What follows belongs to an exercise in optimizing a design on an open flow for small area, a short achievable clock period and few clock cycles per item; a production flow would make more cautious choices. The RTL was checked by simulation tests, not by an equivalence proof against the original design. Power figures rest on the tool's default switching activity, not on a simulated workload.

==> flow/design.v <==
`default_nettype none
package mrm_pkg;
    localparam int WINDOW   = 3;
    localparam int CHANNELS = 8;
    localparam int CH_W     = 3;
    localparam int SAMPLE_W = 32;
endpackage
`default_nettype wire
`default_nettype none
module mrm_cmp_half (
    input  wire  [mrm_pkg::SAMPLE_W-1:0] i_a,
    input  wire  [mrm_pkg::SAMPLE_W-1:0] i_b,
    input  wire  [mrm_pkg::SAMPLE_W-1:0] i_c,
    output logic [2:0]                   o_hi_lt,
    output logic [2:0]                   o_hi_eq,
    output logic [2:0]                   o_lo_lt
);
    localparam int W = mrm_pkg::SAMPLE_W;
    localparam int H = W / 2;
    function automatic logic [1:0] ult_eq(input logic [H-1:0] x, input logic [H-1:0] y);
        logic [H-1:0] lt, eq;
        lt = ~x & y;
        eq = ~(x ^ y);
        for (int s = 1; s < H; s = s * 2) begin
            for (int i = 0; i < H; i = i + 2 * s) begin
                lt[i] = lt[i+s] | (eq[i+s] & lt[i]);
                eq[i] = eq[i+s] & eq[i];
            end
        end
        ult_eq = {lt[0], eq[0]};
    endfunction
    logic [W-1:0] ua, ub, uc;
    assign ua = i_a ^ (W'(1) << (W - 1));
    assign ub = i_b ^ (W'(1) << (W - 1));
    assign uc = i_c ^ (W'(1) << (W - 1));
    logic [1:0] ab_hi, ac_hi, bc_hi, ab_lo, ac_lo, bc_lo;
    assign ab_hi = ult_eq(ua[W-1:H], ub[W-1:H]);
    assign ac_hi = ult_eq(ua[W-1:H], uc[W-1:H]);
    assign bc_hi = ult_eq(ub[W-1:H], uc[W-1:H]);
    assign ab_lo = ult_eq(ua[H-1:0], ub[H-1:0]);
    assign ac_lo = ult_eq(ua[H-1:0], uc[H-1:0]);
    assign bc_lo = ult_eq(ub[H-1:0], uc[H-1:0]);
    assign o_hi_lt = {bc_hi[1], ac_hi[1], ab_hi[1]};
    assign o_hi_eq = {bc_hi[0], ac_hi[0], ab_hi[0]};
    assign o_lo_lt = {bc_lo[1], ac_lo[1], ab_lo[1]};
endmodule
module mrm_pick (
    input  wire  [2:0] i_hi_lt,
    input  wire  [2:0] i_hi_eq,
    input  wire  [2:0] i_lo_lt,
    output logic [2:0] o_pick
);
    logic lt_ab, lt_ac, lt_bc;
    logic pick_a, pick_b, pick_c;
    assign {lt_bc, lt_ac, lt_ab} = i_hi_lt | (i_hi_eq & i_lo_lt);
    assign pick_a = lt_ab ^ lt_ac;
    assign pick_c = !pick_a && (lt_bc != lt_ab);
    assign pick_b = !pick_a && (lt_bc == lt_ab);
    assign o_pick = {pick_c, pick_b, pick_a};
endmodule
`default_nettype wire
`default_nettype none
module multichannel_running_median (
    input  wire                                  i_clk,
    input  wire                                  i_rst_n,
    input  wire                                  i_in_valid,
    output logic                                 i_in_ready,
    input  wire  [mrm_pkg::CH_W-1:0]             i_in_channel,
    input  wire  [mrm_pkg::SAMPLE_W-1:0]         i_in_sample,
    output logic                                 o_out_valid,
    input  wire                                  o_out_ready,
    output logic [mrm_pkg::CH_W-1:0]             o_out_channel,
    output logic [mrm_pkg::SAMPLE_W-1:0]         o_out_median
);
    localparam int NCH = mrm_pkg::CHANNELS;
    localparam int SW  = mrm_pkg::SAMPLE_W;
    localparam int CW  = mrm_pkg::CH_W;
    logic [NCH*SW-1:0] r_h0, r_h1;
    logic [NCH-1:0]    r_v0, r_v1;
    logic              r_m_valid;
    logic [CW-1:0]     r_m_channel;
    logic [SW-1:0]     r_m_a, r_m_b, r_m_c;
    logic              r_s_valid;
    logic [CW-1:0]     r_s_channel;
    logic [SW-1:0]     r_s_a, r_s_b, r_s_c;
    logic [2:0]        r_s_hi_lt, r_s_hi_eq, r_s_lo_lt;
    logic              r_q0_valid, r_q1_valid;
    logic [CW-1:0]     r_q0_channel, r_q1_channel;
    logic [SW-1:0]     r_q0_median, r_q1_median;
    logic              r_ready;
    logic              accept, pop, s_move, s_load, m_move, m_load;
    logic [NCH-1:0]    ch_hot;
    logic [SW-1:0]     rd_a, rd_b;
    logic [2:0]        hi_lt, hi_eq, lo_lt, pick;
    logic [SW-1:0]     median;
    assign i_in_ready    = r_ready;
    assign o_out_valid   = r_q0_valid;
    assign o_out_channel = r_q0_channel;
    assign o_out_median  = r_q0_median;
    assign accept = i_in_valid && r_ready;
    assign pop    = r_q0_valid && o_out_ready;
    assign s_move = r_s_valid && (!r_q1_valid || pop);
    assign s_load = !r_s_valid || s_move;
    assign m_move = r_m_valid && s_load;
    assign m_load = !r_m_valid || m_move;
    always_comb begin
        rd_a = '0;
        rd_b = '0;
        for (int c = 0; c < NCH; c++) begin
            ch_hot[c] = i_in_channel == CW'(c);
            rd_a = rd_a | ({SW{ch_hot[c] && r_v0[c]}} & r_h0[c*SW +: SW]);
            rd_b = rd_b | ({SW{ch_hot[c] && r_v1[c]}} & r_h1[c*SW +: SW]);
        end
    end
    always_ff @(posedge i_clk) begin
        for (int c = 0; c < NCH; c++) begin
            if (accept && ch_hot[c]) begin
                r_h0[c*SW +: SW] <= r_h1[c*SW +: SW];
                r_h1[c*SW +: SW] <= i_in_sample;
            end
        end
    end
    always_ff @(posedge i_clk) begin
        if (!i_rst_n) begin
            r_v0 <= '0;
            r_v1 <= '0;
        end else begin
            for (int c = 0; c < NCH; c++) begin
                if (accept && ch_hot[c]) begin
                    r_v0[c] <= r_v1[c];
                    r_v1[c] <= 1'b1;
                end
            end
        end
    end
    always_ff @(posedge i_clk) begin
        if (m_load) begin
            r_m_channel <= i_in_channel;
            r_m_a       <= rd_a;
            r_m_b       <= rd_b;
            r_m_c       <= i_in_sample;
        end
    end
    mrm_cmp_half u_cmp (
        .i_a     (r_m_a),
        .i_b     (r_m_b),
        .i_c     (r_m_c),
        .o_hi_lt (hi_lt),
        .o_hi_eq (hi_eq),
        .o_lo_lt (lo_lt)
    );
    always_ff @(posedge i_clk) begin
        if (s_load) begin
            r_s_channel <= r_m_channel;
            r_s_a       <= r_m_a;
            r_s_b       <= r_m_b;
            r_s_c       <= r_m_c;
            r_s_hi_lt   <= hi_lt;
            r_s_hi_eq   <= hi_eq;
            r_s_lo_lt   <= lo_lt;
        end
    end
    mrm_pick u_pick (
        .i_hi_lt (r_s_hi_lt),
        .i_hi_eq (r_s_hi_eq),
        .i_lo_lt (r_s_lo_lt),
        .o_pick  (pick)
    );
    assign median = ({SW{pick[0]}} & r_s_a) |
                    ({SW{pick[1]}} & r_s_b) |
                    ({SW{pick[2]}} & r_s_c);
    logic n_m_valid, n_s_valid, n_q0_valid, n_q1_valid;
    always_comb begin
        n_m_valid  = accept || (r_m_valid && !m_move);
        n_s_valid  = m_move || (r_s_valid && !s_move);
        n_q0_valid = r_q0_valid;
        n_q1_valid = r_q1_valid;
        if (pop) begin
            n_q0_valid = r_q1_valid || s_move;
            n_q1_valid = r_q1_valid && s_move;
        end else if (s_move) begin
            n_q0_valid = 1'b1;
            n_q1_valid = r_q0_valid;
        end
    end
    always_ff @(posedge i_clk) begin
        if (!i_rst_n) begin
            r_m_valid  <= 1'b0;
            r_s_valid  <= 1'b0;
            r_q0_valid <= 1'b0;
            r_q1_valid <= 1'b0;
            r_ready    <= 1'b1;
        end else begin
            r_m_valid  <= n_m_valid;
            r_s_valid  <= n_s_valid;
            r_q0_valid <= n_q0_valid;
            r_q1_valid <= n_q1_valid;
            r_ready    <= !(n_m_valid && n_s_valid && n_q0_valid && n_q1_valid);
        end
    end
    always_ff @(posedge i_clk) begin
        if (pop) begin
            if (r_q1_valid) begin
                r_q0_channel <= r_q1_channel;
                r_q0_median  <= r_q1_median;
            end else begin
                r_q0_channel <= r_s_channel;
                r_q0_median  <= median;
            end
        end else if (!r_q0_valid) begin
            r_q0_channel <= r_s_channel;
            r_q0_median  <= median;
        end
        if (s_move && (r_q1_valid || (r_q0_valid && !pop))) begin
            r_q1_channel <= r_s_channel;
            r_q1_median  <= median;
        end
    end
endmodule
`default_nettype wire
clock: 5.3 ns
lec_check: 0
abc_clock_period_in_ps: 2300
cap_margin: 20
core_margin: 2
core_utilization: 64
cts_cluster_diameter: 60
cts_cluster_size: 28
place_density: 0.78
setup_slack_margin: 3.1
slew_margin: 20
run.sh (not shown) runs the stock make flow with config.mk's settings and CLKGATE_MAP_FILE= SYNTH_SCRIPT=/design/flow/synth_recipe.tcl, a recipe that flattens the netlist after the stock synthesis.
Testbench counts at the start, summed over its fixed seeds: cycles 24,024, items 24,000.
Rerun with:
CORE_UTILIZATION = 60   (was 64)
PLACE_DENSITY = 0.75   (was 0.78)
SETUP_SLACK_MARGIN = 3.0   (was 3.1)
After rerunning: The changed run completed without violations; via count shrinks by 2.1%; synthesized cell count does not change; register-to-register slack gains 40 ps; combinational power went down by 3.4%; core utilization fell by 4.4 points.

## afterwards: timing with drivers on the ports
Ports are ideal in the flow. The routed layouts listed here were re-timed in OpenROAD.
Step 1 sets driving cells, clkbuf_16 on the clock port and buf_2 on the other inputs (assumed; they add their load-dependent delay and slew).
Step 2, shift: input delay + t, output delay - t, t = (earliest + latest rising clock arrival at the registers) / 2. This alone moves slack from input paths to output paths.
a / b / c = ideal ports / drivers / drivers and shift; a / b = the first two.
run	shift t [ns]	setup WS [ns]	hold slack, ns	worst setup path at the end	cell pins on the clock port's net
the first run	0.663	3.067 / 3.030 / 2.424	0.427 / 0.427 / 0.427	input to register	1
the second run	0.655	3.024 / 2.970 / 2.371	0.418 / 0.418 / 0.418	input to register	1
After both steps setup and hold are still met in every run listed. For the second run, which loses most, drivers alone change the setup slack by -0.054 ns; drivers and shift together by -0.653 ns.
